Source: an optimization exercise on an open RTL-to-GDS flow (aim: small area and a short achievable clock period). Production flows keep margins and buffers that such runs may drop. In this exercise RTL edits were held to simulation tests only and were not proved equivalent to the original. Power figures rest on the tool's default switching activity, not on a simulated workload.

[config.mk]
export PLATFORM = sky130hd
export DESIGN_NAME = cpuPipeline
export DESIGN_NICKNAME = cpuPipeline
export VERILOG_FILES = /design/flow/design.v
export SDC_FILE = /design/flow/constraint.sdc
export NUM_CORES = 4
export LEC_CHECK = 0
export CAP_MARGIN = 20
export CORE_MARGIN = 2
export CORE_UTILIZATION = 40
export SETUP_SLACK_MARGIN = 4.0
export SLEW_MARGIN = 20
[constraint.sdc]
create_clock -name core_clock -period 7.5 [get_ports {clk}]
set_input_delay 1.5000 -clock core_clock [delete_from_list [all_inputs] [get_ports {clk}]]
set_output_delay 1.5000 -clock core_clock [all_outputs]
set_load 0.01 [all_outputs]
[design.v]
package cpuPkg;
	localparam int instrWidth = 18;  
	localparam int regAddrWidth = 4;  
	localparam int regCount = 16;  
	localparam int opcodeMsb = 17;
	localparam int opcodeLsb = 12;
	localparam int a1Msb = 11;  
	localparam int a1Lsb = 8;
	localparam int a2Msb = 7;  
	localparam int a2Lsb = 4;
	localparam int immMsb = 3;  
	localparam int immLsb = 0;
	typedef logic [instrWidth-1:0] instr_t;
	typedef logic [regAddrWidth-1:0] regAddr_t;
	typedef enum logic [5:0] {
		opNop = 6'h00,
		opAdd = 6'h01,
		opSub = 6'h02,
		opAnd = 6'h03,
		opOr = 6'h04,
		opXor = 6'h05,
		opSlt = 6'h06,
		opAddi = 6'h07,  
		opMult = 6'h08,  
		opMfhi = 6'h09,
		opMflo = 6'h0A
	} opcode_t;
	localparam int selCount = 9;
	localparam int selAdd = 0;
	localparam int selSub = 1;
	localparam int selAnd = 2;
	localparam int selOr = 3;
	localparam int selXor = 4;
	localparam int selSlt = 5;
	localparam int selAddi = 6;
	localparam int selHi = 7;
	localparam int selLo = 8;
endpackage
module registerFile #(
	parameter int dataWidth = 16
) (
	input logic clk,
	input logic rst,
	input cpuPkg::regAddr_t ra1,  
	input cpuPkg::regAddr_t ra2,  
	output logic [dataWidth-1:0] rd1,
	output logic [dataWidth-1:0] rd2,
	input logic we,  
	input cpuPkg::regAddr_t wa,
	input logic [dataWidth-1:0] wd
);
	logic [dataWidth-1:0] regs [cpuPkg::regCount];  
	logic [cpuPkg::regCount-1:0] valid;  
	always_ff @(posedge clk) begin
		if (rst) begin
			valid <= '0;
		end else if (we) begin
			valid[wa] <= 1'b1;
		end
	end
	always_ff @(posedge clk) begin
		if (we) begin
			regs[wa] <= wd;
		end
	end
	logic byp1, byp2;
	logic [cpuPkg::regCount-1:0] sel1, sel2;  
	assign byp1 = we && (wa == ra1);
	assign byp2 = we && (wa == ra2);
	always_comb begin
		for (int i = 0; i < cpuPkg::regCount; i++) begin
			sel1[i] = (ra1 == i) && valid[i];
			sel2[i] = (ra2 == i) && valid[i];
		end
	end
	always_comb begin
		rd1 = '0;
		rd2 = '0;
		for (int i = 0; i < cpuPkg::regCount; i++) begin
			rd1 = rd1 | (regs[i] & {dataWidth{sel1[i]}});
			rd2 = rd2 | (regs[i] & {dataWidth{sel2[i]}});
		end
		if (byp1) rd1 = wd;  
		if (byp2) rd2 = wd;  
	end
endmodule
module aluUnit #(
	parameter int dataWidth = 16
) (
	input logic [dataWidth-1:0] a,
	input logic [dataWidth-1:0] b,
	input logic [cpuPkg::regAddrWidth-1:0] imm,
	input logic [cpuPkg::selCount-1:0] sel,  
	output logic [dataWidth-1:0] y
);
	logic [dataWidth-1:0] opB;  
	logic [dataWidth-1:0] sum;
	logic sub, less;
	assign sub = sel[cpuPkg::selSub] | sel[cpuPkg::selSlt];
	always_comb begin
		if (sel[cpuPkg::selAddi]) opB = {{(dataWidth-cpuPkg::regAddrWidth){1'b0}}, imm};
		else if (sub) opB = ~b;
		else opB = b;
	end
	assign sum = a + opB + {{(dataWidth-1){1'b0}}, sub};  
	assign less = (a[dataWidth-1] ^ b[dataWidth-1]) ? a[dataWidth-1] : sum[dataWidth-1];
	always_comb begin
		y = '0;
		if (sel[cpuPkg::selAdd] | sel[cpuPkg::selSub] | sel[cpuPkg::selAddi]) y = y | sum;
		if (sel[cpuPkg::selAnd]) y = y | (a & b);
		if (sel[cpuPkg::selOr]) y = y | (a | b);
		if (sel[cpuPkg::selXor]) y = y | (a ^ b);
		if (sel[cpuPkg::selSlt]) y = y | {{(dataWidth-1){1'b0}}, less};
	end
endmodule
module hiLoUnit #(
	parameter int dataWidth = 16
) (
	input logic clk,
	input logic rst,
	input logic we,  
	input logic [dataWidth-1:0] a,
	input logic [dataWidth-1:0] b,
	output logic [dataWidth-1:0] hi,
	output logic [dataWidth-1:0] lo
);
	logic [2*dataWidth-1:0] x, y;
	logic [2*dataWidth-1:0] hlX, hlY;
	logic hlValid;  
	logic [2*dataWidth-1:0] product;
	csMult csMult_i (.a(a), .b(b), .x(x), .y(y));
	always_ff @(posedge clk) begin
		if (rst) hlValid <= 1'b0;
		else if (we) hlValid <= 1'b1;
	end
	always_ff @(posedge clk) begin
		if (we) begin
			hlX <= x;
			hlY <= y;
		end
	end
	assign product = hlValid ? (hlX + hlY) : '0;
	assign hi = product[2*dataWidth-1:dataWidth];
	assign lo = product[dataWidth-1:0];
endmodule
module csMult (
	input logic [15:0] a,
	input logic [15:0] b,
	output logic [31:0] x,
	output logic [31:0] y
);
	logic pp [16][16];
	for (genvar i = 0; i < 16; i++) begin : g_pp
		for (genvar j = 0; j < 16; j++) begin : g_ppj
			assign pp[i][j] = b[i] & a[j];
		end
	end
	logic c2, c4, c6, c8, c10, c12, c14, c16, c18, c20, c22, c24, c26, c28, c30, c32, c34, c36, c38, c40, c42, c44, c46, c48, c50, c52, c54, c56, c58, c60, c62, c64, c66, c68, c70, c72, c74, c76, c78, c80, c82, c84, c86, c88, c90, c92, c94, c96, c98, c100, c102, c104, c106, c108, c110, c112, c114, c116, c118, c120, c122, c124, c126, c128, c130, c132, c134, c136, c138, c140, c142, c144, c146, c148, c150, c152, c154, c156, c158, c160, c162, c164, c166, c168, c170, c172, c174, c176, c178, c180, c182, c184, c186, c188, c190, c192, c194, c196, c198, c200, c202, c204, c206, c208, c210, c212, c214, c216, c218, c220, c222, c224, c226, c228, c230, c232, c234, c236, c238, c240, c242, c244, c246, c248, c250, c252, c254, c256, c258, c260, c262, c264, c266, c268, c270, c272, c274, c276, c278, c280, c282, c284, c286, c288, c290, c292, c294, c296, c298, c300, c302, c304, c306, c308, c310, c312, c314, c316, c318, c320, c322, c324, c326, c328, c330, c332, c334, c336, c338, c340, c342, c344, c346, c348, c350, c352, c354, c356, c358, c360, c362, c364, c366, c368, c370, c372, c374, c376, c378, c380, c382, c384, c386, c388, c390, c392, c394, c396, c398, c400, c402, c404, c406, c408, c410, c412, c414, c416, c418, c420, s1, s3, s5, s7, s9, s11, s13, s15, s17, s19, s21, s23, s25, s27, s29, s31, s33, s35, s37, s39, s41, s43, s45, s47, s49, s51, s53, s55, s57, s59, s61, s63, s65, s67, s69, s71, s73, s75, s77, s79, s81, s83, s85, s87, s89, s91, s93, s95, s97, s99, s101, s103, s105, s107, s109, s111, s113, s115, s117, s119, s121, s123, s125, s127, s129, s131, s133, s135, s137, s139, s141, s143, s145, s147, s149, s151, s153, s155, s157, s159, s161, s163, s165, s167, s169, s171, s173, s175, s177, s179, s181, s183, s185, s187, s189, s191, s193, s195, s197, s199, s201, s203, s205, s207, s209, s211, s213, s215, s217, s219, s221, s223, s225, s227, s229, s231, s233, s235, s237, s239, s241, s243, s245, s247, s249, s251, s253, s255, s257, s259, s261, s263, s265, s267, s269, s271, s273, s275, s277, s279, s281, s283, s285, s287, s289, s291, s293, s295, s297, s299, s301, s303, s305, s307, s309, s311, s313, s315, s317, s319, s321, s323, s325, s327, s329, s331, s333, s335, s337, s339, s341, s343, s345, s347, s349, s351, s353, s355, s357, s359, s361, s363, s365, s367, s369, s371, s373, s375, s377, s379, s381, s383, s385, s387, s389, s391, s393, s395, s397, s399, s401, s403, s405, s407, s409, s411, s413, s415, s417, s419;
	assign s1 = pp[0][13] ^ pp[10][3];
	assign c2 = pp[0][13] & pp[10][3];
	assign s3 = pp[0][14] ^ pp[10][4] ^ pp[11][3];
	assign c4 = (pp[0][14] & pp[10][4]) | (pp[0][14] & pp[11][3]) | (pp[10][4] & pp[11][3]);
	assign s5 = pp[12][2] ^ pp[13][1];
	assign c6 = pp[12][2] & pp[13][1];
	assign s7 = pp[0][15] ^ pp[10][5] ^ pp[11][4];
	assign c8 = (pp[0][15] & pp[10][5]) | (pp[0][15] & pp[11][4]) | (pp[10][5] & pp[11][4]);
	assign s9 = pp[12][3] ^ pp[13][2] ^ pp[14][1];
	assign c10 = (pp[12][3] & pp[13][2]) | (pp[12][3] & pp[14][1]) | (pp[13][2] & pp[14][1]);
	assign s11 = pp[15][0] ^ pp[1][14];
	assign c12 = pp[15][0] & pp[1][14];
	assign s13 = pp[10][6] ^ pp[11][5] ^ pp[12][4];
	assign c14 = (pp[10][6] & pp[11][5]) | (pp[10][6] & pp[12][4]) | (pp[11][5] & pp[12][4]);
	assign s15 = pp[13][3] ^ pp[14][2] ^ pp[15][1];
	assign c16 = (pp[13][3] & pp[14][2]) | (pp[13][3] & pp[15][1]) | (pp[14][2] & pp[15][1]);
	assign s17 = pp[1][15] ^ pp[2][14];
	assign c18 = pp[1][15] & pp[2][14];
	assign s19 = pp[10][7] ^ pp[11][6] ^ pp[12][5];
	assign c20 = (pp[10][7] & pp[11][6]) | (pp[10][7] & pp[12][5]) | (pp[11][6] & pp[12][5]);
	assign s21 = pp[13][4] ^ pp[14][3] ^ pp[15][2];
	assign c22 = (pp[13][4] & pp[14][3]) | (pp[13][4] & pp[15][2]) | (pp[14][3] & pp[15][2]);
	assign s23 = pp[10][8] ^ pp[11][7] ^ pp[12][6];
	assign c24 = (pp[10][8] & pp[11][7]) | (pp[10][8] & pp[12][6]) | (pp[11][7] & pp[12][6]);
	assign s25 = pp[0][9] ^ pp[1][8];
	assign c26 = pp[0][9] & pp[1][8];
	assign s27 = pp[0][10] ^ pp[10][0] ^ pp[1][9];
	assign c28 = (pp[0][10] & pp[10][0]) | (pp[0][10] & pp[1][9]) | (pp[10][0] & pp[1][9]);
	assign s29 = pp[2][8] ^ pp[3][7];
	assign c30 = pp[2][8] & pp[3][7];
	assign s31 = pp[0][11] ^ pp[10][1] ^ pp[11][0];
	assign c32 = (pp[0][11] & pp[10][1]) | (pp[0][11] & pp[11][0]) | (pp[10][1] & pp[11][0]);
	assign s33 = pp[1][10] ^ pp[2][9] ^ pp[3][8];
	assign c34 = (pp[1][10] & pp[2][9]) | (pp[1][10] & pp[3][8]) | (pp[2][9] & pp[3][8]);
	assign s35 = pp[4][7] ^ pp[5][6];
	assign c36 = pp[4][7] & pp[5][6];
	assign s37 = pp[0][12] ^ pp[10][2] ^ pp[11][1];
	assign c38 = (pp[0][12] & pp[10][2]) | (pp[0][12] & pp[11][1]) | (pp[10][2] & pp[11][1]);
	assign s39 = pp[12][0] ^ pp[1][11] ^ pp[2][10];
	assign c40 = (pp[12][0] & pp[1][11]) | (pp[12][0] & pp[2][10]) | (pp[1][11] & pp[2][10]);
	assign s41 = pp[3][9] ^ pp[4][8] ^ pp[5][7];
	assign c42 = (pp[3][9] & pp[4][8]) | (pp[3][9] & pp[5][7]) | (pp[4][8] & pp[5][7]);
	assign s43 = pp[6][6] ^ pp[7][5];
	assign c44 = pp[6][6] & pp[7][5];
	assign s45 = pp[11][2] ^ pp[12][1] ^ pp[13][0];
	assign c46 = (pp[11][2] & pp[12][1]) | (pp[11][2] & pp[13][0]) | (pp[12][1] & pp[13][0]);
	assign s47 = pp[1][12] ^ pp[2][11] ^ pp[3][10];
	assign c48 = (pp[1][12] & pp[2][11]) | (pp[1][12] & pp[3][10]) | (pp[2][11] & pp[3][10]);
	assign s49 = pp[4][9] ^ pp[5][8] ^ pp[6][7];
	assign c50 = (pp[4][9] & pp[5][8]) | (pp[4][9] & pp[6][7]) | (pp[5][8] & pp[6][7]);
	assign s51 = pp[7][6] ^ pp[8][5] ^ pp[9][4];
	assign c52 = (pp[7][6] & pp[8][5]) | (pp[7][6] & pp[9][4]) | (pp[8][5] & pp[9][4]);
	assign s53 = pp[14][0] ^ pp[1][13] ^ pp[2][12];
	assign c54 = (pp[14][0] & pp[1][13]) | (pp[14][0] & pp[2][12]) | (pp[1][13] & pp[2][12]);
	assign s55 = pp[3][11] ^ pp[4][10] ^ pp[5][9];
	assign c56 = (pp[3][11] & pp[4][10]) | (pp[3][11] & pp[5][9]) | (pp[4][10] & pp[5][9]);
	assign s57 = pp[6][8] ^ pp[7][7] ^ pp[8][6];
	assign c58 = (pp[6][8] & pp[7][7]) | (pp[6][8] & pp[8][6]) | (pp[7][7] & pp[8][6]);
	assign s59 = pp[9][5] ^ c2 ^ s5;
	assign c60 = (pp[9][5] & c2) | (pp[9][5] & s5) | (c2 & s5);
	assign s61 = pp[2][13] ^ pp[3][12] ^ pp[4][11];
	assign c62 = (pp[2][13] & pp[3][12]) | (pp[2][13] & pp[4][11]) | (pp[3][12] & pp[4][11]);
	assign s63 = pp[5][10] ^ pp[6][9] ^ pp[7][8];
	assign c64 = (pp[5][10] & pp[6][9]) | (pp[5][10] & pp[7][8]) | (pp[6][9] & pp[7][8]);
	assign s65 = pp[8][7] ^ pp[9][6] ^ c6;
	assign c66 = (pp[8][7] & pp[9][6]) | (pp[8][7] & c6) | (pp[9][6] & c6);
	assign s67 = s11 ^ c4 ^ s7;
	assign c68 = (s11 & c4) | (s11 & s7) | (c4 & s7);
	assign s69 = pp[3][13] ^ pp[4][12] ^ pp[5][11];
	assign c70 = (pp[3][13] & pp[4][12]) | (pp[3][13] & pp[5][11]) | (pp[4][12] & pp[5][11]);
	assign s71 = pp[6][10] ^ pp[7][9] ^ pp[8][8];
	assign c72 = (pp[6][10] & pp[7][9]) | (pp[6][10] & pp[8][8]) | (pp[7][9] & pp[8][8]);
	assign s73 = pp[9][7] ^ c12 ^ s17;
	assign c74 = (pp[9][7] & c12) | (pp[9][7] & s17) | (c12 & s17);
	assign s75 = c10 ^ c8 ^ s13;
	assign c76 = (c10 & c8) | (c10 & s13) | (c8 & s13);
	assign s77 = pp[2][15] ^ pp[3][14] ^ pp[4][13];
	assign c78 = (pp[2][15] & pp[3][14]) | (pp[2][15] & pp[4][13]) | (pp[3][14] & pp[4][13]);
	assign s79 = pp[5][12] ^ pp[6][11] ^ pp[7][10];
	assign c80 = (pp[5][12] & pp[6][11]) | (pp[5][12] & pp[7][10]) | (pp[6][11] & pp[7][10]);
	assign s81 = pp[8][9] ^ pp[9][8] ^ c18;
	assign c82 = (pp[8][9] & pp[9][8]) | (pp[8][9] & c18) | (pp[9][8] & c18);
	assign s83 = c14 ^ c16 ^ s19;
	assign c84 = (c14 & c16) | (c14 & s19) | (c16 & s19);
	assign s85 = pp[13][5] ^ pp[14][4] ^ pp[15][3];
	assign c86 = (pp[13][5] & pp[14][4]) | (pp[13][5] & pp[15][3]) | (pp[14][4] & pp[15][3]);
	assign s87 = pp[3][15] ^ pp[4][14] ^ pp[5][13];
	assign c88 = (pp[3][15] & pp[4][14]) | (pp[3][15] & pp[5][13]) | (pp[4][14] & pp[5][13]);
	assign s89 = pp[6][12] ^ pp[7][11] ^ pp[8][10];
	assign c90 = (pp[6][12] & pp[7][11]) | (pp[6][12] & pp[8][10]) | (pp[7][11] & pp[8][10]);
	assign s91 = pp[9][9] ^ c20 ^ c22;
	assign c92 = (pp[9][9] & c20) | (pp[9][9] & c22) | (c20 & c22);
	assign s93 = pp[10][9] ^ pp[11][8] ^ pp[12][7];
	assign c94 = (pp[10][9] & pp[11][8]) | (pp[10][9] & pp[12][7]) | (pp[11][8] & pp[12][7]);
	assign s95 = pp[13][6] ^ pp[14][5] ^ pp[15][4];
	assign c96 = (pp[13][6] & pp[14][5]) | (pp[13][6] & pp[15][4]) | (pp[14][5] & pp[15][4]);
	assign s97 = pp[4][15] ^ pp[5][14] ^ pp[6][13];
	assign c98 = (pp[4][15] & pp[5][14]) | (pp[4][15] & pp[6][13]) | (pp[5][14] & pp[6][13]);
	assign s99 = pp[7][12] ^ pp[8][11] ^ pp[9][10];
	assign c100 = (pp[7][12] & pp[8][11]) | (pp[7][12] & pp[9][10]) | (pp[8][11] & pp[9][10]);
	assign s101 = pp[10][10] ^ pp[11][9] ^ pp[12][8];
	assign c102 = (pp[10][10] & pp[11][9]) | (pp[10][10] & pp[12][8]) | (pp[11][9] & pp[12][8]);
	assign s103 = pp[13][7] ^ pp[14][6] ^ pp[15][5];
	assign c104 = (pp[13][7] & pp[14][6]) | (pp[13][7] & pp[15][5]) | (pp[14][6] & pp[15][5]);
	assign s105 = pp[5][15] ^ pp[6][14] ^ pp[7][13];
	assign c106 = (pp[5][15] & pp[6][14]) | (pp[5][15] & pp[7][13]) | (pp[6][14] & pp[7][13]);
	assign s107 = pp[10][11] ^ pp[11][10] ^ pp[12][9];
	assign c108 = (pp[10][11] & pp[11][10]) | (pp[10][11] & pp[12][9]) | (pp[11][10] & pp[12][9]);
	assign s109 = pp[13][8] ^ pp[14][7] ^ pp[15][6];
	assign c110 = (pp[13][8] & pp[14][7]) | (pp[13][8] & pp[15][6]) | (pp[14][7] & pp[15][6]);
	assign s111 = pp[10][12] ^ pp[11][11] ^ pp[12][10];
	assign c112 = (pp[10][12] & pp[11][11]) | (pp[10][12] & pp[12][10]) | (pp[11][11] & pp[12][10]);
	assign s113 = pp[0][6] ^ pp[1][5];
	assign c114 = pp[0][6] & pp[1][5];
	assign s115 = pp[0][7] ^ pp[1][6] ^ pp[2][5];
	assign c116 = (pp[0][7] & pp[1][6]) | (pp[0][7] & pp[2][5]) | (pp[1][6] & pp[2][5]);
	assign s117 = pp[3][4] ^ pp[4][3];
	assign c118 = pp[3][4] & pp[4][3];
	assign s119 = pp[0][8] ^ pp[1][7] ^ pp[2][6];
	assign c120 = (pp[0][8] & pp[1][7]) | (pp[0][8] & pp[2][6]) | (pp[1][7] & pp[2][6]);
	assign s121 = pp[3][5] ^ pp[4][4] ^ pp[5][3];
	assign c122 = (pp[3][5] & pp[4][4]) | (pp[3][5] & pp[5][3]) | (pp[4][4] & pp[5][3]);
	assign s123 = pp[6][2] ^ pp[7][1];
	assign c124 = pp[6][2] & pp[7][1];
	assign s125 = pp[2][7] ^ pp[3][6] ^ pp[4][5];
	assign c126 = (pp[2][7] & pp[3][6]) | (pp[2][7] & pp[4][5]) | (pp[3][6] & pp[4][5]);
	assign s127 = pp[5][4] ^ pp[6][3] ^ pp[7][2];
	assign c128 = (pp[5][4] & pp[6][3]) | (pp[5][4] & pp[7][2]) | (pp[6][3] & pp[7][2]);
	assign s129 = pp[8][1] ^ pp[9][0] ^ s25;
	assign c130 = (pp[8][1] & pp[9][0]) | (pp[8][1] & s25) | (pp[9][0] & s25);
	assign s131 = pp[4][6] ^ pp[5][5] ^ pp[6][4];
	assign c132 = (pp[4][6] & pp[5][5]) | (pp[4][6] & pp[6][4]) | (pp[5][5] & pp[6][4]);
	assign s133 = pp[7][3] ^ pp[8][2] ^ pp[9][1];
	assign c134 = (pp[7][3] & pp[8][2]) | (pp[7][3] & pp[9][1]) | (pp[8][2] & pp[9][1]);
	assign s135 = c26 ^ s29 ^ s27;
	assign c136 = (c26 & s29) | (c26 & s27) | (s29 & s27);
	assign s137 = pp[6][5] ^ pp[7][4] ^ pp[8][3];
	assign c138 = (pp[6][5] & pp[7][4]) | (pp[6][5] & pp[8][3]) | (pp[7][4] & pp[8][3]);
	assign s139 = pp[9][2] ^ c30 ^ s35;
	assign c140 = (pp[9][2] & c30) | (pp[9][2] & s35) | (c30 & s35);
	assign s141 = c28 ^ s31 ^ s33;
	assign c142 = (c28 & s31) | (c28 & s33) | (s31 & s33);
	assign s143 = pp[8][4] ^ pp[9][3] ^ c36;
	assign c144 = (pp[8][4] & pp[9][3]) | (pp[8][4] & c36) | (pp[9][3] & c36);
	assign s145 = s43 ^ c32 ^ c34;
	assign c146 = (s43 & c32) | (s43 & c34) | (c32 & c34);
	assign s147 = s37 ^ s39 ^ s41;
	assign c148 = (s37 & s39) | (s37 & s41) | (s39 & s41);
	assign s149 = c44 ^ s1 ^ c38;
	assign c150 = (c44 & s1) | (c44 & c38) | (s1 & c38);
	assign s151 = c40 ^ c42 ^ s45;
	assign c152 = (c40 & c42) | (c40 & s45) | (c42 & s45);
	assign s153 = s47 ^ s49 ^ s51;
	assign c154 = (s47 & s49) | (s47 & s51) | (s49 & s51);
	assign s155 = c46 ^ c48 ^ c50;
	assign c156 = (c46 & c48) | (c46 & c50) | (c48 & c50);
	assign s157 = c52 ^ s3 ^ s53;
	assign c158 = (c52 & s3) | (c52 & s53) | (s3 & s53);
	assign s159 = s55 ^ s57 ^ s59;
	assign c160 = (s55 & s57) | (s55 & s59) | (s57 & s59);
	assign s161 = c54 ^ c56 ^ c58;
	assign c162 = (c54 & c56) | (c54 & c58) | (c56 & c58);
	assign s163 = s61 ^ s63 ^ s9;
	assign c164 = (s61 & s63) | (s61 & s9) | (s63 & s9);
	assign s165 = c60 ^ s65 ^ s67;
	assign c166 = (c60 & s65) | (c60 & s67) | (s65 & s67);
	assign s167 = c62 ^ c64 ^ s15;
	assign c168 = (c62 & c64) | (c62 & s15) | (c64 & s15);
	assign s169 = s69 ^ s71 ^ c66;
	assign c170 = (s69 & s71) | (s69 & c66) | (s71 & c66);
	assign s171 = s73 ^ c68 ^ s75;
	assign c172 = (s73 & c68) | (s73 & s75) | (c68 & s75);
	assign s173 = c70 ^ c72 ^ s21;
	assign c174 = (c70 & c72) | (c70 & s21) | (c72 & s21);
	assign s175 = s77 ^ s79 ^ c74;
	assign c176 = (s77 & s79) | (s77 & c74) | (s79 & c74);
	assign s177 = s81 ^ c76 ^ s83;
	assign c178 = (s81 & c76) | (s81 & s83) | (c76 & s83);
	assign s179 = c78 ^ c80 ^ s23;
	assign c180 = (c78 & c80) | (c78 & s23) | (c80 & s23);
	assign s181 = s85 ^ s87 ^ s89;
	assign c182 = (s85 & s87) | (s85 & s89) | (s87 & s89);
	assign s183 = c82 ^ c84 ^ s91;
	assign c184 = (c82 & c84) | (c82 & s91) | (c84 & s91);
	assign s185 = c24 ^ c86 ^ c88;
	assign c186 = (c24 & c86) | (c24 & c88) | (c86 & c88);
	assign s187 = c90 ^ s93 ^ s95;
	assign c188 = (c90 & s93) | (c90 & s95) | (s93 & s95);
	assign s189 = s97 ^ s99 ^ c92;
	assign c190 = (s97 & s99) | (s97 & c92) | (s99 & c92);
	assign s191 = pp[8][12] ^ pp[9][11] ^ c100;
	assign c192 = (pp[8][12] & pp[9][11]) | (pp[8][12] & c100) | (pp[9][11] & c100);
	assign s193 = c94 ^ c96 ^ c98;
	assign c194 = (c94 & c96) | (c94 & c98) | (c96 & c98);
	assign s195 = s101 ^ s103 ^ s105;
	assign c196 = (s101 & s103) | (s101 & s105) | (s103 & s105);
	assign s197 = pp[6][15] ^ pp[7][14] ^ pp[8][13];
	assign c198 = (pp[6][15] & pp[7][14]) | (pp[6][15] & pp[8][13]) | (pp[7][14] & pp[8][13]);
	assign s199 = pp[9][12] ^ c102 ^ c104;
	assign c200 = (pp[9][12] & c102) | (pp[9][12] & c104) | (c102 & c104);
	assign s201 = c106 ^ s107 ^ s109;
	assign c202 = (c106 & s107) | (c106 & s109) | (s107 & s109);
	assign s203 = pp[13][9] ^ pp[14][8] ^ pp[15][7];
	assign c204 = (pp[13][9] & pp[14][8]) | (pp[13][9] & pp[15][7]) | (pp[14][8] & pp[15][7]);
	assign s205 = pp[7][15] ^ pp[8][14] ^ pp[9][13];
	assign c206 = (pp[7][15] & pp[8][14]) | (pp[7][15] & pp[9][13]) | (pp[8][14] & pp[9][13]);
	assign s207 = c108 ^ c110 ^ s111;
	assign c208 = (c108 & c110) | (c108 & s111) | (c110 & s111);
	assign s209 = pp[10][13] ^ pp[11][12] ^ pp[12][11];
	assign c210 = (pp[10][13] & pp[11][12]) | (pp[10][13] & pp[12][11]) | (pp[11][12] & pp[12][11]);
	assign s211 = pp[13][10] ^ pp[14][9] ^ pp[15][8];
	assign c212 = (pp[13][10] & pp[14][9]) | (pp[13][10] & pp[15][8]) | (pp[14][9] & pp[15][8]);
	assign s213 = pp[8][15] ^ pp[9][14] ^ c112;
	assign c214 = (pp[8][15] & pp[9][14]) | (pp[8][15] & c112) | (pp[9][14] & c112);
	assign s215 = pp[10][14] ^ pp[11][13] ^ pp[12][12];
	assign c216 = (pp[10][14] & pp[11][13]) | (pp[10][14] & pp[12][12]) | (pp[11][13] & pp[12][12]);
	assign s217 = pp[13][11] ^ pp[14][10] ^ pp[15][9];
	assign c218 = (pp[13][11] & pp[14][10]) | (pp[13][11] & pp[15][9]) | (pp[14][10] & pp[15][9]);
	assign s219 = pp[10][15] ^ pp[11][14] ^ pp[12][13];
	assign c220 = (pp[10][15] & pp[11][14]) | (pp[10][15] & pp[12][13]) | (pp[11][14] & pp[12][13]);
	assign s221 = pp[0][4] ^ pp[1][3];
	assign c222 = pp[0][4] & pp[1][3];
	assign s223 = pp[0][5] ^ pp[1][4] ^ pp[2][3];
	assign c224 = (pp[0][5] & pp[1][4]) | (pp[0][5] & pp[2][3]) | (pp[1][4] & pp[2][3]);
	assign s225 = pp[3][2] ^ pp[4][1];
	assign c226 = pp[3][2] & pp[4][1];
	assign s227 = pp[2][4] ^ pp[3][3] ^ pp[4][2];
	assign c228 = (pp[2][4] & pp[3][3]) | (pp[2][4] & pp[4][2]) | (pp[3][3] & pp[4][2]);
	assign s229 = pp[5][1] ^ pp[6][0] ^ s113;
	assign c230 = (pp[5][1] & pp[6][0]) | (pp[5][1] & s113) | (pp[6][0] & s113);
	assign s231 = pp[5][2] ^ pp[6][1] ^ pp[7][0];
	assign c232 = (pp[5][2] & pp[6][1]) | (pp[5][2] & pp[7][0]) | (pp[6][1] & pp[7][0]);
	assign s233 = c114 ^ s117 ^ s115;
	assign c234 = (c114 & s117) | (c114 & s115) | (s117 & s115);
	assign s235 = pp[8][0] ^ c118 ^ s123;
	assign c236 = (pp[8][0] & c118) | (pp[8][0] & s123) | (c118 & s123);
	assign s237 = c116 ^ s119 ^ s121;
	assign c238 = (c116 & s119) | (c116 & s121) | (s119 & s121);
	assign s239 = c124 ^ c120 ^ c122;
	assign c240 = (c124 & c120) | (c124 & c122) | (c120 & c122);
	assign s241 = s125 ^ s127 ^ s129;
	assign c242 = (s125 & s127) | (s125 & s129) | (s127 & s129);
	assign s243 = c126 ^ c128 ^ s131;
	assign c244 = (c126 & c128) | (c126 & s131) | (c128 & s131);
	assign s245 = s133 ^ c130 ^ s135;
	assign c246 = (s133 & c130) | (s133 & s135) | (c130 & s135);
	assign s247 = c132 ^ c134 ^ s137;
	assign c248 = (c132 & c134) | (c132 & s137) | (c134 & s137);
	assign s249 = s139 ^ c136 ^ s141;
	assign c250 = (s139 & c136) | (s139 & s141) | (c136 & s141);
	assign s251 = c138 ^ c140 ^ s143;
	assign c252 = (c138 & c140) | (c138 & s143) | (c140 & s143);
	assign s253 = c142 ^ s145 ^ s147;
	assign c254 = (c142 & s145) | (c142 & s147) | (s145 & s147);
	assign s255 = c144 ^ c146 ^ c148;
	assign c256 = (c144 & c146) | (c144 & c148) | (c146 & c148);
	assign s257 = s149 ^ s151 ^ s153;
	assign c258 = (s149 & s151) | (s149 & s153) | (s151 & s153);
	assign s259 = c150 ^ c152 ^ c154;
	assign c260 = (c150 & c152) | (c150 & c154) | (c152 & c154);
	assign s261 = s155 ^ s157 ^ s159;
	assign c262 = (s155 & s157) | (s155 & s159) | (s157 & s159);
	assign s263 = c156 ^ c158 ^ s161;
	assign c264 = (c156 & c158) | (c156 & s161) | (c158 & s161);
	assign s265 = s163 ^ c160 ^ s165;
	assign c266 = (s163 & c160) | (s163 & s165) | (c160 & s165);
	assign s267 = c162 ^ c164 ^ s167;
	assign c268 = (c162 & c164) | (c162 & s167) | (c164 & s167);
	assign s269 = s169 ^ c166 ^ s171;
	assign c270 = (s169 & c166) | (s169 & s171) | (c166 & s171);
	assign s271 = c168 ^ s173 ^ c170;
	assign c272 = (c168 & s173) | (c168 & c170) | (s173 & c170);
	assign s273 = s175 ^ c172 ^ s177;
	assign c274 = (s175 & c172) | (s175 & s177) | (c172 & s177);
	assign s275 = c174 ^ s179 ^ s181;
	assign c276 = (c174 & s179) | (c174 & s181) | (s179 & s181);
	assign s277 = c176 ^ c178 ^ s183;
	assign c278 = (c176 & c178) | (c176 & s183) | (c178 & s183);
	assign s279 = c180 ^ c182 ^ s185;
	assign c280 = (c180 & c182) | (c180 & s185) | (c182 & s185);
	assign s281 = s187 ^ c184 ^ s189;
	assign c282 = (s187 & c184) | (s187 & s189) | (c184 & s189);
	assign s283 = c186 ^ c188 ^ s191;
	assign c284 = (c186 & c188) | (c186 & s191) | (c188 & s191);
	assign s285 = s193 ^ s195 ^ c190;
	assign c286 = (s193 & s195) | (s193 & c190) | (s195 & c190);
	assign s287 = s197 ^ c192 ^ c194;
	assign c288 = (s197 & c192) | (s197 & c194) | (c192 & c194);
	assign s289 = c196 ^ s199 ^ s201;
	assign c290 = (c196 & s199) | (c196 & s201) | (s199 & s201);
	assign s291 = c198 ^ s203 ^ s205;
	assign c292 = (c198 & s203) | (c198 & s205) | (s203 & s205);
	assign s293 = c200 ^ c202 ^ s207;
	assign c294 = (c200 & c202) | (c200 & s207) | (c202 & s207);
	assign s295 = c204 ^ c206 ^ s209;
	assign c296 = (c204 & c206) | (c204 & s209) | (c206 & s209);
	assign s297 = s211 ^ c208 ^ s213;
	assign c298 = (s211 & c208) | (s211 & s213) | (c208 & s213);
	assign s299 = pp[9][15] ^ c210 ^ c212;
	assign c300 = (pp[9][15] & c210) | (pp[9][15] & c212) | (c210 & c212);
	assign s301 = s215 ^ s217 ^ c214;
	assign c302 = (s215 & s217) | (s215 & c214) | (s217 & c214);
	assign s303 = pp[13][12] ^ pp[14][11] ^ pp[15][10];
	assign c304 = (pp[13][12] & pp[14][11]) | (pp[13][12] & pp[15][10]) | (pp[14][11] & pp[15][10]);
	assign s305 = c216 ^ c218 ^ s219;
	assign c306 = (c216 & c218) | (c216 & s219) | (c218 & s219);
	assign s307 = pp[11][15] ^ pp[12][14] ^ pp[13][13];
	assign c308 = (pp[11][15] & pp[12][14]) | (pp[11][15] & pp[13][13]) | (pp[12][14] & pp[13][13]);
	assign s309 = pp[14][12] ^ pp[15][11] ^ c220;
	assign c310 = (pp[14][12] & pp[15][11]) | (pp[14][12] & c220) | (pp[15][11] & c220);
	assign s311 = pp[12][15] ^ pp[13][14] ^ pp[14][13];
	assign c312 = (pp[12][15] & pp[13][14]) | (pp[12][15] & pp[14][13]) | (pp[13][14] & pp[14][13]);
	assign s313 = pp[0][3] ^ pp[1][2];
	assign c314 = pp[0][3] & pp[1][2];
	assign s315 = pp[2][2] ^ pp[3][1] ^ pp[4][0];
	assign c316 = (pp[2][2] & pp[3][1]) | (pp[2][2] & pp[4][0]) | (pp[3][1] & pp[4][0]);
	assign s317 = pp[5][0] ^ c222 ^ s225;
	assign c318 = (pp[5][0] & c222) | (pp[5][0] & s225) | (c222 & s225);
	assign s319 = c226 ^ c224 ^ s227;
	assign c320 = (c226 & c224) | (c226 & s227) | (c224 & s227);
	assign s321 = c228 ^ s231 ^ c230;
	assign c322 = (c228 & s231) | (c228 & c230) | (s231 & c230);
	assign s323 = c232 ^ s235 ^ c234;
	assign c324 = (c232 & s235) | (c232 & c234) | (s235 & c234);
	assign s325 = c236 ^ c238 ^ s239;
	assign c326 = (c236 & c238) | (c236 & s239) | (c238 & s239);
	assign s327 = c240 ^ s243 ^ c242;
	assign c328 = (c240 & s243) | (c240 & c242) | (s243 & c242);
	assign s329 = c244 ^ s247 ^ c246;
	assign c330 = (c244 & s247) | (c244 & c246) | (s247 & c246);
	assign s331 = c248 ^ s251 ^ c250;
	assign c332 = (c248 & s251) | (c248 & c250) | (s251 & c250);
	assign s333 = c252 ^ c254 ^ s255;
	assign c334 = (c252 & c254) | (c252 & s255) | (c254 & s255);
	assign s335 = c256 ^ c258 ^ s259;
	assign c336 = (c256 & c258) | (c256 & s259) | (c258 & s259);
	assign s337 = c260 ^ s263 ^ c262;
	assign c338 = (c260 & s263) | (c260 & c262) | (s263 & c262);
	assign s339 = c264 ^ s267 ^ c266;
	assign c340 = (c264 & s267) | (c264 & c266) | (s267 & c266);
	assign s341 = c268 ^ s271 ^ c270;
	assign c342 = (c268 & s271) | (c268 & c270) | (s271 & c270);
	assign s343 = s275 ^ c272 ^ c274;
	assign c344 = (s275 & c272) | (s275 & c274) | (c272 & c274);
	assign s345 = c276 ^ s279 ^ c278;
	assign c346 = (c276 & s279) | (c276 & c278) | (s279 & c278);
	assign s347 = c280 ^ s283 ^ c282;
	assign c348 = (c280 & s283) | (c280 & c282) | (s283 & c282);
	assign s349 = c284 ^ s287 ^ s289;
	assign c350 = (c284 & s287) | (c284 & s289) | (s287 & s289);
	assign s351 = s291 ^ c288 ^ c290;
	assign c352 = (s291 & c288) | (s291 & c290) | (c288 & c290);
	assign s353 = c292 ^ s295 ^ c294;
	assign c354 = (c292 & s295) | (c292 & c294) | (s295 & c294);
	assign s355 = c296 ^ s299 ^ c298;
	assign c356 = (c296 & s299) | (c296 & c298) | (s299 & c298);
	assign s357 = s303 ^ c300 ^ s305;
	assign c358 = (s303 & c300) | (s303 & s305) | (c300 & s305);
	assign s359 = c304 ^ s307 ^ c306;
	assign c360 = (c304 & s307) | (c304 & c306) | (s307 & c306);
	assign s361 = pp[15][12] ^ c308 ^ s311;
	assign c362 = (pp[15][12] & c308) | (pp[15][12] & s311) | (c308 & s311);
	assign s363 = pp[13][15] ^ pp[14][14] ^ pp[15][13];
	assign c364 = (pp[13][15] & pp[14][14]) | (pp[13][15] & pp[15][13]) | (pp[14][14] & pp[15][13]);
	assign s365 = pp[0][2] ^ pp[1][1];
	assign c366 = pp[0][2] & pp[1][1];
	assign s367 = pp[2][1] ^ pp[3][0] ^ s313;
	assign c368 = (pp[2][1] & pp[3][0]) | (pp[2][1] & s313) | (pp[3][0] & s313);
	assign s369 = c314 ^ s221 ^ s315;
	assign c370 = (c314 & s221) | (c314 & s315) | (s221 & s315);
	assign s371 = c316 ^ s223 ^ s317;
	assign c372 = (c316 & s223) | (c316 & s317) | (s223 & s317);
	assign s373 = c318 ^ s229 ^ s319;
	assign c374 = (c318 & s229) | (c318 & s319) | (s229 & s319);
	assign s375 = c320 ^ s233 ^ s321;
	assign c376 = (c320 & s233) | (c320 & s321) | (s233 & s321);
	assign s377 = s237 ^ c322 ^ s323;
	assign c378 = (s237 & c322) | (s237 & s323) | (c322 & s323);
	assign s379 = s241 ^ c324 ^ s325;
	assign c380 = (s241 & c324) | (s241 & s325) | (c324 & s325);
	assign s381 = c326 ^ s245 ^ s327;
	assign c382 = (c326 & s245) | (c326 & s327) | (s245 & s327);
	assign s383 = s249 ^ c328 ^ s329;
	assign c384 = (s249 & c328) | (s249 & s329) | (c328 & s329);
	assign s385 = s253 ^ c330 ^ s331;
	assign c386 = (s253 & c330) | (s253 & s331) | (c330 & s331);
	assign s387 = s257 ^ c332 ^ s333;
	assign c388 = (s257 & c332) | (s257 & s333) | (c332 & s333);
	assign s389 = s261 ^ c334 ^ s335;
	assign c390 = (s261 & c334) | (s261 & s335) | (c334 & s335);
	assign s391 = c336 ^ s265 ^ s337;
	assign c392 = (c336 & s265) | (c336 & s337) | (s265 & s337);
	assign s393 = s269 ^ c338 ^ s339;
	assign c394 = (s269 & c338) | (s269 & s339) | (c338 & s339);
	assign s395 = s273 ^ c340 ^ s341;
	assign c396 = (s273 & c340) | (s273 & s341) | (c340 & s341);
	assign s397 = s277 ^ c342 ^ s343;
	assign c398 = (s277 & c342) | (s277 & s343) | (c342 & s343);
	assign s399 = s281 ^ c344 ^ s345;
	assign c400 = (s281 & c344) | (s281 & s345) | (c344 & s345);
	assign s401 = s285 ^ c346 ^ s347;
	assign c402 = (s285 & c346) | (s285 & s347) | (c346 & s347);
	assign s403 = c286 ^ s349 ^ c348;
	assign c404 = (c286 & s349) | (c286 & c348) | (s349 & c348);
	assign s405 = s293 ^ c350 ^ s351;
	assign c406 = (s293 & c350) | (s293 & s351) | (c350 & s351);
	assign s407 = s297 ^ c352 ^ s353;
	assign c408 = (s297 & c352) | (s297 & s353) | (c352 & s353);
	assign s409 = s301 ^ c354 ^ s355;
	assign c410 = (s301 & c354) | (s301 & s355) | (c354 & s355);
	assign s411 = c302 ^ s357 ^ c356;
	assign c412 = (c302 & s357) | (c302 & c356) | (s357 & c356);
	assign s413 = s309 ^ c358 ^ s359;
	assign c414 = (s309 & c358) | (s309 & s359) | (c358 & s359);
	assign s415 = c310 ^ s361 ^ c360;
	assign c416 = (c310 & s361) | (c310 & c360) | (s361 & c360);
	assign s417 = c312 ^ s363 ^ c362;
	assign c418 = (c312 & s363) | (c312 & c362) | (s363 & c362);
	assign s419 = pp[14][15] ^ pp[15][14] ^ c364;
	assign c420 = (pp[14][15] & pp[15][14]) | (pp[14][15] & c364) | (pp[15][14] & c364);
	assign x[0] = pp[0][0];
	assign y[0] = 1'b0;
	assign x[1] = pp[0][1];
	assign y[1] = pp[1][0];
	assign x[2] = pp[2][0];
	assign y[2] = s365;
	assign x[3] = c366;
	assign y[3] = s367;
	assign x[4] = c368;
	assign y[4] = s369;
	assign x[5] = c370;
	assign y[5] = s371;
	assign x[6] = c372;
	assign y[6] = s373;
	assign x[7] = c374;
	assign y[7] = s375;
	assign x[8] = c376;
	assign y[8] = s377;
	assign x[9] = c378;
	assign y[9] = s379;
	assign x[10] = c380;
	assign y[10] = s381;
	assign x[11] = c382;
	assign y[11] = s383;
	assign x[12] = c384;
	assign y[12] = s385;
	assign x[13] = c386;
	assign y[13] = s387;
	assign x[14] = c388;
	assign y[14] = s389;
	assign x[15] = c390;
	assign y[15] = s391;
	assign x[16] = c392;
	assign y[16] = s393;
	assign x[17] = c394;
	assign y[17] = s395;
	assign x[18] = c396;
	assign y[18] = s397;
	assign x[19] = c398;
	assign y[19] = s399;
	assign x[20] = c400;
	assign y[20] = s401;
	assign x[21] = c402;
	assign y[21] = s403;
	assign x[22] = s405;
	assign y[22] = c404;
	assign x[23] = c406;
	assign y[23] = s407;
	assign x[24] = c408;
	assign y[24] = s409;
	assign x[25] = c410;
	assign y[25] = s411;
	assign x[26] = s413;
	assign y[26] = c412;
	assign x[27] = c414;
	assign y[27] = s415;
	assign x[28] = s417;
	assign y[28] = c416;
	assign x[29] = s419;
	assign y[29] = c418;
	assign x[30] = pp[15][15];
	assign y[30] = c420;
	assign x[31] = 1'b0;
	assign y[31] = 1'b0;
endmodule
module decodeStage #(
	parameter int dataWidth = 16
) (
	input logic clk,
	input logic rst,
	input logic instrValid,  
	input cpuPkg::instr_t instr,
	input logic wbValid,  
	input cpuPkg::regAddr_t wbAddr,
	input logic [dataWidth-1:0] wbData,
	output logic [dataWidth-1:0] exRd1,
	output logic [dataWidth-1:0] exRd2,
	output logic exFwdA,  
	output logic exFwdB,
	output logic [cpuPkg::regAddrWidth-1:0] exImm,
	output cpuPkg::regAddr_t exWriteAddr,
	output logic exWriteEn,
	output logic exMult,  
	output logic [cpuPkg::selCount-1:0] exSel  
);
	logic [5:0] opcode;
	cpuPkg::regAddr_t a1F, a2F, immF;  
	logic [dataWidth-1:0] rd1, rd2;
	logic [cpuPkg::selCount-1:0] sel;
	logic dstIsA2;
	assign opcode = instr[cpuPkg::opcodeMsb:cpuPkg::opcodeLsb];
	assign a1F = instr[cpuPkg::a1Msb:cpuPkg::a1Lsb];
	assign a2F = instr[cpuPkg::a2Msb:cpuPkg::a2Lsb];
	assign immF = instr[cpuPkg::immMsb:cpuPkg::immLsb];
	registerFile #(.dataWidth(dataWidth)) registerFile_i (
		.clk(clk), .rst(rst),
		.ra1(a1F), .ra2(a2F), .rd1(rd1), .rd2(rd2),
		.we(wbValid), .wa(wbAddr), .wd(wbData)
	);
	always_comb begin
		sel = '0;
		case (opcode)
			cpuPkg::opAdd: sel[cpuPkg::selAdd] = 1'b1;
			cpuPkg::opSub: sel[cpuPkg::selSub] = 1'b1;
			cpuPkg::opAnd: sel[cpuPkg::selAnd] = 1'b1;
			cpuPkg::opOr: sel[cpuPkg::selOr] = 1'b1;
			cpuPkg::opXor: sel[cpuPkg::selXor] = 1'b1;
			cpuPkg::opSlt: sel[cpuPkg::selSlt] = 1'b1;
			cpuPkg::opAddi: sel[cpuPkg::selAddi] = 1'b1;
			cpuPkg::opMfhi: sel[cpuPkg::selHi] = 1'b1;
			cpuPkg::opMflo: sel[cpuPkg::selLo] = 1'b1;
			default: ;  
		endcase
	end
	assign dstIsA2 = (opcode == cpuPkg::opAddi);  
	always_ff @(posedge clk) begin
		if (rst) begin
			exWriteEn <= 1'b0;
			exMult <= 1'b0;
		end else begin
			exWriteEn <= instrValid & (|sel);  
			exMult <= instrValid & (opcode == cpuPkg::opMult);
		end
	end
	always_ff @(posedge clk) begin
		exRd1 <= rd1;
		exRd2 <= rd2;
		exFwdA <= exWriteEn && (exWriteAddr == a1F);
		exFwdB <= exWriteEn && (exWriteAddr == a2F);
		exImm <= immF;
		exWriteAddr <= dstIsA2 ? a2F : immF;
		exSel <= sel;
	end
endmodule
module executeStage #(
	parameter int dataWidth = 16
) (
	input logic clk,
	input logic rst,
	input logic [dataWidth-1:0] exRd1,  
	input logic [dataWidth-1:0] exRd2,
	input logic exFwdA,
	input logic exFwdB,
	input logic [cpuPkg::regAddrWidth-1:0] exImm,
	input cpuPkg::regAddr_t exWriteAddr,
	input logic exWriteEn,
	input logic exMult,
	input logic [cpuPkg::selCount-1:0] exSel,
	output logic wbValid,  
	output cpuPkg::regAddr_t wbAddr,
	output logic [dataWidth-1:0] wbData
);
	logic [dataWidth-1:0] srcA, srcB;  
	logic [dataWidth-1:0] aluY;
	logic [dataWidth-1:0] hi, lo;
	logic [dataWidth-1:0] result;
	assign srcA = exFwdA ? wbData : exRd1;
	assign srcB = exFwdB ? wbData : exRd2;
	aluUnit #(.dataWidth(dataWidth)) aluUnit_i (
		.a(srcA),
		.b(srcB),
		.imm(exImm),
		.sel(exSel),
		.y(aluY)
	);
	hiLoUnit #(.dataWidth(dataWidth)) hiLoUnit_i (
		.clk(clk),
		.rst(rst),
		.we(exMult),
		.a(srcA),
		.b(srcB),
		.hi(hi),
		.lo(lo)
	);
	assign result = aluY
		| (hi & {dataWidth{exSel[cpuPkg::selHi]}})
		| (lo & {dataWidth{exSel[cpuPkg::selLo]}});
	always_ff @(posedge clk) begin
		if (rst) begin
			wbValid <= 1'b0;
		end else begin
			wbValid <= exWriteEn;  
		end
	end
	always_ff @(posedge clk) begin
		wbAddr <= exWriteAddr;
		wbData <= result;
	end
endmodule
module cpuPipeline #(
	parameter int dataWidth = 16
) (
	input logic clk,
	input logic rst,
	input logic instrValid,
	input cpuPkg::instr_t instr,
	output logic wbValid,
	output cpuPkg::regAddr_t wbAddr,
	output logic [dataWidth-1:0] wbData
);
	logic [dataWidth-1:0] exRd1, exRd2;
	logic exFwdA, exFwdB;
	logic [cpuPkg::regAddrWidth-1:0] exImm;
	cpuPkg::regAddr_t exWriteAddr;
	logic exWriteEn;
	logic exMult;
	logic [cpuPkg::selCount-1:0] exSel;
	decodeStage #(.dataWidth(dataWidth)) decodeStage_i (
		.clk(clk), .rst(rst), .instrValid(instrValid), .instr(instr),
		.wbValid(wbValid), .wbAddr(wbAddr), .wbData(wbData),
		.exRd1(exRd1), .exRd2(exRd2), .exFwdA(exFwdA), .exFwdB(exFwdB),
		.exImm(exImm), .exWriteAddr(exWriteAddr), .exWriteEn(exWriteEn),
		.exMult(exMult), .exSel(exSel)
	);
	executeStage #(.dataWidth(dataWidth)) executeStage_i (
		.clk(clk), .rst(rst),
		.exRd1(exRd1), .exRd2(exRd2), .exFwdA(exFwdA), .exFwdB(exFwdB),
		.exImm(exImm), .exWriteAddr(exWriteAddr), .exWriteEn(exWriteEn),
		.exMult(exMult), .exSel(exSel),
		.wbValid(wbValid), .wbAddr(wbAddr), .wbData(wbData)
	);
endmodule
[run.sh]
#!/bin/bash
# synth_recipe.tcl (not shown) runs the flow's synth.tcl, then flattens the netlist and writes it again
# the make line also repeats each setting of config.mk as NAME=value (left out here)
make -C /OpenROAD-flow-scripts/flow DESIGN_CONFIG=/design/flow/config.mk WORK_HOME=/design/flow/orfs CLKGATE_MAP_FILE= SYNTH_SCRIPT=/design/flow/synth_recipe.tcl finish
==> impl.org, run 1 <==
** Logic synthesis
- Share of the synthesized area in the top cell type :: 37.8%
- Synthesis produced a netlist whose cell count is 2273.
- Cell types with the highest counts after synthesis :: 317 x sky130_fd_sc_hd__edfxtp_1, 290 x sky130_fd_sc_hd__nor2_1, 246 x sky130_fd_sc_hd__inv_1
- The number of different library cells used by synthesis comes to 64.
- In this run, synthesis inferred 317 flip-flops with an integrated enable.
- Post-synthesis area per instance :: 11.1 sq um
- Proportion of synthesized chip area in sequential cells :: 45.0%
- Post-Synthesis Cell Area :: 25200 sq um
- When the netlist entered floorplanning its net count stood at 2588.
- Syn. warnings :: 7
- Most numerous cell in the Yosys netlist :: sky130_fd_sc_hd__edfxtp_1
- Leading cell types by total area after synthesis :: sky130_fd_sc_hd__edfxtp_1 38%, sky130_fd_sc_hd__fa_1 16%, sky130_fd_sc_hd__dfxtp_1 7.2%
- In the synthesized netlist the dominant register cell turns out to be sky130_fd_sc_hd__edfxtp_1.
- Of all flip-flops after synthesis, the portion carrying an async set or reset was 0%.
- The largest total area in the synthesized netlist belongs to sky130_fd_sc_hd__edfxtp_1.
- In this run, synthesis produced a sequential element count of 408.

** Placed design
- In this run the cell area measured after placement is 27000 sq um.
- Routability-driven placement finished with a final weighted congestion of 0.961.
- Number of buffers inserted by port buffering :: 41
- Summed over all nets, the half-perimeter wirelength after detailed placement is 58300 um.
- Cell count after placement :: 3101

** Die
- Die span in y :: 255 um
- Initial core utilization :: 40.2%
- Die span in x :: 255 um
- Placeable core region :: 62700 sq um
- Die Outline Area :: 65100 sq um
- 42 I/O pins were placed.
- The initialized floorplan defines 92 standard-cell rows.

** Pwr
- Power density relative to cell area :: 156 nW/um^2
- Maximum vdd ir drop :: 0.000203 V
- Summing internal, switching and leakage power gives 4900 uW.
- For this design the static power due to leakage is 0.0115 uW.

** Setup path
- The critical path in this run is classified as reg -> reg.
- Reg-to-reg setup timing slack :: 3.29 ns
- For the worst flop-to-flop path, the logic depth is 13.
- The cell family contributing the most delay on the critical path is adder cells.
- Counting both buffers and inverters, the worst setup path holds a total of 6.
- Launching element type of the critical path :: flip-flop
- STA puts the critical path data arrival time at 4.55 ns.
- The worst register-to-register path ends at executeStage_i.hiLoUnit_i.hlY[17].
- Along the worst path, the maximum fanout reaches 10.
- The worst register-to-register path begins at decodeStage_i.exFwdB.
- Crit. End Element :: flip-flop
- The signal on the critical path passes through buf_12 -> mux2i_4 -> clkinv_2 -> ha_1 -> inv_1 -> fa_2 -> fa_1 -> inv_1 -> fa_2 -> inv_2 -> fa_1 -> inv_1 -> fa_2.
- Stage delay of the slowest cell on the critical path :: 0.54 ns
- At the worst endpoint, the required time is 7.84 ns.
- Standard cell with the maximum stage delay on the critical path :: sky130_fd_sc_hd__fa_1

** Layout
- The repair_antennas step left the layout with diodes totalling 0.
- The finished layout holds 3353 standard cells, fillers aside.
- Area growth syn-to-layout :: 24.1%
- In the final design database the tool counted 2786 nets.
- Cells with a size suffix above 1 make up 25.3% of the layout.
- Once layout is done, the placed cells without fillers occupy 31300 sq um.

** Routing
- Number of DRC violations after detailed-routing iteration 0 :: 2487
- Post-detailed-routing wire length :: 92700 um
- Uppermost routed layer :: met4
- After detailed routing, the wire length on met1 is 34300 um.
- The pre-antenna-repair detailed-routing pass consisted of 6 iterations.
- In the final routed layout, each cell accounts on average for 27.7 um.
- DR vias :: 20100
- In the routed design, unresolved DRC markers number 0.
- Vias per Instance :: 6.00
- The detail route stage leaves a number of antenna-violating nets equal to 0.
- Wire segments on met3 add up to 10100 um in the final route.
- Amount of wire on met2 after detailed routing :: 42000 um

** STA
- Setup Viol. Count Final :: 0
- After routing, the total negative slack on setup checks comes to 0 ns.
- Final cycle utilization of the critical path :: 56.2%
- Pin slew with the least headroom to its limit :: 0.918 ns
- The worst path needs 4.21 ns of the cycle, external delays included.
- Count of final hold-check violations :: 0
- RSZ-0062 raised after global routing :: true
- Between clock sinks in the finished design, the worst skew comes to 0.0148 ns.
- Fmax achieved :: 237 MHz
- The final-report max-slew violation count was 0.
- Measured against its own limit, the worst slew margin works out to 38.6%.

** Hold path
- Tightest Hold Check Type :: reg -> reg
- Hold Crit Start :: decodeStage_i.exWriteAddr[3]
- Worst hold path cell count :: 0
- For hold timing, the worst endpoint is executeStage_i.wbAddr[3].

** CTS
- Clock tree from TritonCTS :: built
- Hold-fix buffers, CTS :: 0
- Clock buffer count from CTS :: 45
- CTS H-tree lvls :: 2
- Clock Path Buffers :: 3
- Reg clk slew, reported paths :: 0.06 ns
- Worst-skew pair later-pin latency :: 0.61 ns
- Root Driver :: sky130_fd_sc_hd__clkbuf_16
- For this design, the sink count on the clock tree is 408.

** GRT
- Entering global routing, the biggest net connects 63 pins.
- After global routing the overflow that remains totals 0.
- Global-route wire length before repair :: 135000 um
- For this run, the total global-route usage over all layers was measured as 28.6%.
- The number of antenna violations at the first check in global routing came to 0.
- Via count of the first global-routing pass :: 20500

** Status
- The flow ran to the end and the layout has no timing, DRC or antenna violations.

** Run
- Max-cap check violation count :: 0
metal layers:
metal | global-route usage [%] | vias up
li1 | - | 8481
met4 | 16.9 | 0
met3 | 6.39 | 409
met1 | 35.7 | 9827
met5 | 0 | -
met2 | 45.7 | 1403
metrics by stage:
step,setup slack (ns),hold WS (ns),util (%)
floorplan,3.46,0.373,-
global placement,2.17,0.378,43.1
detailed placement,2.22,0.384,43.1
CTS,3.30,0.393,48.7
global route,3.20,0.402,49.9
finish,3.29,0.394,49.9
cell usage in the layout (no fill, tap or decap), drive strengths merged, types with 8 or more instances in the layout:
master,Yosys,layout
xor2,19,19
nand2b,13,13
a21o,12,12
xnor2,43,43
fa,198,198
clkbuf,114,57
edfxtp,317,317
dfxtp,91,91
o21ai,43,43
nand2,135,135
clkdlybuf4s50,0,41
nor3,18,18
a21oi,75,75
nor2b,15,15
inv,246,244
a22oi,102,102
buf,6,230
clkinvlp,0,15
and2,11,11
a22o,80,80
nand4,8,8
clkinv,10,18
ha,96,96
nand3,47,47
a221oi,84,84
nor2,291,291
and3,54,54
o221ai,9,9
a41oi,18,18
o21a,9,9
mux2i,37,37
registers in the layout, indices dropped and copies added (netlist names):
| register | flops |
|---|---|
| decodeStage_i.registerFile_i.regs | 256 |
| executeStage_i.hiLoUnit_i.hlX | 31 |
| executeStage_i.hiLoUnit_i.hlY | 30 |
| decodeStage_i.exRd1 | 16 |
| decodeStage_i.exRd2 | 16 |
| decodeStage_i.registerFile_i.valid | 16 |
| executeStage_i.wbData | 16 |
| decodeStage_i.exSel | 9 |
| decodeStage_i.exImm | 4 |
| decodeStage_i.exWriteAddr | 4 |
| executeStage_i.wbAddr | 4 |
| decodeStage_i.exFwdA | 1 |
| decodeStage_i.exFwdB | 1 |
| decodeStage_i.exMult | 1 |
| decodeStage_i.exWriteEn | 1 |
| executeStage_i.hiLoUnit_i.hlValid | 1 |
| executeStage_i.wbValid | 1 |
worst reg2reg max path, cell delays in order, from the launching register on:
cell                       delay (ns)
sky130_fd_sc_hd__dfxtp_4         0.43
sky130_fd_sc_hd__buf_12          0.15
sky130_fd_sc_hd__mux2i_4         0.32
sky130_fd_sc_hd__clkinv_2        0.29
sky130_fd_sc_hd__ha_1            0.29
sky130_fd_sc_hd__inv_1           0.09
sky130_fd_sc_hd__fa_2            0.43
sky130_fd_sc_hd__fa_1            0.54
sky130_fd_sc_hd__inv_1           0.07
sky130_fd_sc_hd__fa_2            0.38
sky130_fd_sc_hd__inv_2           0.06
sky130_fd_sc_hd__fa_1            0.40
sky130_fd_sc_hd__inv_1           0.08
sky130_fd_sc_hd__fa_2            0.42
worst max-delay path by stage:
stage                          from                           endpoint  depth (start not counted)
2_1_floorplan  decodeStage_i.exFwdB  executeStage_i.hiLoUnit_i.hlY[18]                         14
3_5_place_dp   decodeStage_i.exFwdB  executeStage_i.hiLoUnit_i.hlY[17]                         12
6_report       decodeStage_i.exFwdB  executeStage_i.hiLoUnit_i.hlY[17]                         13
4_1_cts        decodeStage_i.exFwdA  executeStage_i.hiLoUnit_i.hlY[18]                         14
5_1_grt        decodeStage_i.exFwdA  executeStage_i.hiLoUnit_i.hlY[16]                         12
3_3_place_gp   decodeStage_i.exFwdB  executeStage_i.hiLoUnit_i.hlY[17]                         11
logic make-up (layout without fill, tap and decap cells):
group                    Yosys count  count (layout)  synth area share [%]
adder cells (fa/ha/maj)          294             294                  20.5
buffers and inverters            376             610                  5.62
AND/OR/NAND/NOR                  612             612                  10.8
XOR/XNOR                          62              62                  2.15
AO/OA/AOI/OAI                    479             479                  14.3
flip-flops                       408             408                  45.0
multiplexers                      42              42                  1.69
power by group:
part | internal (uW) | switching [uW]
Clock | 1400 | 992
Sequential | 2410 | 11.4
Combinational | 37.5 | 50.8
layout make-up:
class / instances / area, sq um
Fill cell: 5470 / 31400
Multi-Input combinational cell: 1489 / 13400
Sequential cell: 408 / 11400
Timing Repair Buffer: 271 / 2760
Clock buffer: 57 / 1280
Inverter: 256 / 1070
Tap cell: 846 / 1060
Clock inverter: 26 / 320
repair_timing:
action,in CTS,in global routing
buffers inserted,129,40
gates resized for setup,238,155
cloned,0,0
setup endpoints to repair,97,71
pin swaps,66,71
==> inputs of run 2 (changes only) <==
--- a/config.mk
+++ b/config.mk
@@ -10,3 +10,2 @@
 export CORE_UTILIZATION = 40
-export SETUP_SLACK_MARGIN = 4.0
 export SLEW_MARGIN = 20
==> impl.org, run 2 <==
** Routing
- Post-detailed-routing wire length :: 87500 um
- Met3 WL post-DR :: 9300 um
- Number of DRC violations after detailed-routing iteration 0 :: 2381
- In the detailed route, the total length drawn on met2 is 40100 um.
- Routed length on met1 :: 32300 um
- The pre-antenna-repair detailed-routing pass consisted of 6 iterations.
- Vias per Instance :: 6.01
- Uppermost routed layer :: met4
- In this run the remaining antenna-violating nets after routing total 0.
- Dividing the detail-routed wire length by the instance count gives 27.3 um.
- Across all layers, the routed design uses 19200 vias.
- Final routed DRC violation total :: 0

** Logic synthesis
- After synthesis, the netlist uses 64 different library cells.
- Share of async-settable or async-resettable flops after synthesis :: 0%
- Counting flops with a built-in enable in the synthesized netlist gives 317.
- Leading cell types by total area after synthesis :: sky130_fd_sc_hd__edfxtp_1 38%, sky130_fd_sc_hd__fa_1 16%, sky130_fd_sc_hd__dfxtp_1 7.2%
- Share of the synthesized area in the top cell type :: 37.8%
- Most numerous cell in the Yosys netlist :: sky130_fd_sc_hd__edfxtp_1
- Summing the areas of all xor and xnor instances in the mapped netlist gives 2.15% of the synthesized area.
- Top flip-flop cell by instance count after synthesis :: sky130_fd_sc_hd__edfxtp_1
- For this run, the number of Yosys warnings is 7.
- Post-synthesis simple-gate area fraction :: 10.8%
- In the synthesized netlist, the number of instances is 2273.
- Compound-cell area share of the yosys netlist :: 14.3%
- Largest family of logic cells by synthesized area :: adder cells
- After synthesis, the share of cell area in mux cells is 1.69%.
- The synthesized design contains 408 register bits.
- Proportion of synthesized chip area in sequential cells :: 45.0%
- When the netlist entered floorplanning its net count stood at 2588.
- Library cell with the largest summed area after synthesis :: sky130_fd_sc_hd__edfxtp_1
- The synthesized netlist devotes 20.5% of its cell area to adder and majority cells.
- The cell area that synthesis handed to floorplanning was 25200 sq um.
- Post-synthesis area per instance :: 11.1 sq um
- Cell types with the highest counts after synthesis :: 317 x sky130_fd_sc_hd__edfxtp_1, 290 x sky130_fd_sc_hd__nor2_1, 246 x sky130_fd_sc_hd__inv_1

** Die
- The initial utilization of the core area, before any placement, comes to 40.2%.
- Boundary Pins :: 42
- Die span in x :: 255 um
- Placeable core region :: 62700 sq um
- Number of placement rows :: 92
- Measured along the y axis, the die boundary spans 255 um.
- The floorplan step defined a die boundary enclosing 65100 sq um.

** GRT
- For this run, the total global-route usage over all layers was measured as 27.3%.
- GRT overflow :: 0
- Entering global routing, the biggest net connects 63 pins.
- Via count of the first global-routing pass :: 20000
- Number of antenna violations at the first check in global routing :: 0
- Global-route wire length before repair :: 129000 um

** Setup path
- In this run the worst path has a maximum fanout of 16.
- Arrival time of data at the critical path endpoint :: 5.48 ns
- Critical Path Source :: decodeStage_i.exFwdA
- For the worst flop-to-flop path, the logic depth is 13.
- Type of the worst setup path :: reg -> reg
- STA classifies the critical path startpoint as a flip-flop.
- In this run the register-to-register setup slack is 2.35 ns.
- Crit. End Element :: flip-flop
- The worst register-to-register path ends at executeStage_i.hiLoUnit_i.hlY[18].
- In this run the critical register-to-register path is launched from decodeStage_i.exFwdA.
- The critical path ends at executeStage_i.hiLoUnit_i.hlY[18].
- Data required time of the worst path :: 7.83 ns

** Placed design
- Before CTS, the worst setup slack after placement is 2.38 ns.
- Final RePlAce weighted congestion :: 0.989
- Number of buffers inserted by port buffering :: 41
- Cell count after placement :: 3115
- The HPWL after detailed placement is 58500 um.

** Pwr
- In this run the power density over the cells is 168 nW/um^2.
- Leakage :: 0.0107 uW
- Maximum vdd ir drop :: 0.000194 V
- Total power for the finished layout comes to 4760 uW.

** STA
- For this run, the top clock speed supported by timing is 194 MHz.
- Setup repair after global routing left no endpoint under its margin.
- At the pin with the least slew margin, the transition time is 1.23 ns.
- Setup violations remaining at the end of the flow were counted as 0.
- Worst hold slack :: 0.404 ns
- The worst path needs 5.15 ns of the cycle, external delays included.
- Max transition margin :: 18.3%
- The final-report max-slew violation count is 0.
- In the post-route analysis, the smallest setup slack over all paths is 2.35 ns.
- Summed over all failing endpoints, the final setup total negative slack is 0 ns.
- Final cycle utilization of the critical path :: 68.7%
- The final-report hold violation count came to 0.
- For the final database, setup skew stands at 0.0259 ns.

** Layout
- Most common library cell in the layout ignoring fill and taps :: sky130_fd_sc_hd__edfxtp_1
- Filler cells :: 5799
- Final layout net count :: 2632
- The register with the most flip-flops in the layout has 256 of them.
- The library cells used most frequently in the layout, excluding fill and tap cells, are 317 x sky130_fd_sc_hd__edfxtp_1, 275 x sky130_fd_sc_hd__nor2_1, 246 x sky130_fd_sc_hd__inv_1.
- Post-route non-filler standard cell count :: 3200
- Cells with a size suffix above 1 make up 8.03% of the layout.
- decodeStage_i.registerFile_i.regs holds more flip-flops than any other register.
- Largest registers :: decodeStage_i.registerFile_i.regs: 256 flops, executeStage_i.hiLoUnit_i.hlX: 31 flops, executeStage_i.hiLoUnit_i.hlY: 30 flops
- The area growth from synthesis to layout is 12.7%.

** CTS
- Total of cells resized after clock tree synthesis :: 0
- Setup repair bufs after CTS :: 0
- CTS H-tree lvls :: 2
- The number of hold buffers added after CTS was 0.
- Reg clk slew, reported paths :: 0.06 ns
- Clock sink count :: 408
- Root Driver :: sky130_fd_sc_hd__clkbuf_16
- TritonCTS built the clock tree.
- Worst-skew pair later-pin latency :: 0.61 ns
- Clock Path Buffers :: 3
- The number of clock buffers added by TritonCTS is 45.

** Hold path
- Tightest Hold Check Type :: reg -> reg
- Worst hold path cell count :: 0

** Status
- The flow ran to the end and the layout has no timing, DRC or antenna violations.

** Run
- Max-cap check violation count :: 0
## run 2: final cells by class
class	instances	area (sq um)	area share, %
diodes	1	2.50	0.00881
flip-flops and latches	408	11300	39.9
repair buffers	117	988	3.48
clock inverters	23	298	1.05
clock buffers	60	1210	4.27
well taps	846	1060	3.73
multi-input cells	1489	12500	44.2
inverters	256	961	3.38
## run 2: kinds of logic (layout without fill, tap and decap cells)
group / after synthesis / count (layout)
xor+xnor: 62 / 62
fa+ha+maj: 294 / 294
flops: 408 / 408
simple gates: 612 / 612
other cells: 0 / 1
compound gates: 479 / 479
buf+inv: 376 / 456
mux: 42 / 42
## run 2: routing by layer
| metal | global-route usage (%) | up-vias |
|---|---|---|
| met2 | 43.8 | 1265 |
| met1 | 33.9 | 9438 |
| met3 | 6.20 | 379 |
| met4 | 15.8 | 0 |
| li1 | - | 8149 |
| met5 | 0 | - |
## run 2: metrics by stage
step / utilization, % / instance area (sq um)
4_1_cts: 45.3 / 28400
6_report: 45.3 / 28400
5_1_grt: 45.3 / 28400
3_3_place_gp: 42.8 / 26900
2_1_floorplan: - / 25200
3_5_place_dp: 42.8 / 26900
## run 2: worst max-delay path, stage by stage (launching register included)
cell and delay (ns):
sky130_fd_sc_hd__dfxtp_1 1.06, sky130_fd_sc_hd__mux2i_1 0.32, sky130_fd_sc_hd__buf_4 0.23, sky130_fd_sc_hd__clkinv_1 0.30
sky130_fd_sc_hd__nand2_1 0.19, sky130_fd_sc_hd__fa_1 0.45, sky130_fd_sc_hd__fa_1 0.46, sky130_fd_sc_hd__fa_1 0.49
sky130_fd_sc_hd__inv_1 0.05, sky130_fd_sc_hd__fa_1 0.35, sky130_fd_sc_hd__inv_1 0.08, sky130_fd_sc_hd__fa_1 0.40
sky130_fd_sc_hd__inv_1 0.09, sky130_fd_sc_hd__fa_1 0.41
## run 2: power by group
part           internal (uW)  total, uW  switching (uW)
sequential              2410       2420            11.1
combinational           32.8       79.1            46.3
clock                   1300       2260             961
## run 2: how the worst min path moves through the flow
stage                                 start                  endpoint  slack, ns
2_1_floorplan  decodeStage_i.exWriteAddr[0]  executeStage_i.wbAddr[0]       0.37
3_3_place_gp   decodeStage_i.exWriteAddr[2]  executeStage_i.wbAddr[2]       0.39
3_5_place_dp   decodeStage_i.exWriteAddr[2]  executeStage_i.wbAddr[2]       0.39
4_1_cts        decodeStage_i.exWriteAddr[2]  executeStage_i.wbAddr[2]       0.40
5_1_grt        decodeStage_i.exWriteAddr[3]  executeStage_i.wbAddr[3]       0.41
6_report       decodeStage_i.exWriteAddr[2]  executeStage_i.wbAddr[2]       0.40

port drivers added, routing unchanged:
Ports are ideal in the flow. The routed layouts listed here were re-timed in OpenROAD.
Step 1 assumes that a clkbuf_16 drives the clock port and a buf_2 every other input.
Step 2 moves the port delays by t, midway between the first and last clock arrival at a register: inputs arrive t later, outputs are due t later. That takes back most of the time a late clock gives input paths.
Three values: ideal ports, drivers, drivers and shift; two values: the first two.
run | shift t [ns] | setup WS [ns] | pins driven straight from the clock port
run 1 | 0.657 | 3.287 / 3.287 / 3.287 | 1
run 2 | 0.659 | 2.350 / 2.350 / 2.350 | 1
After both steps every run listed still meets setup and hold.
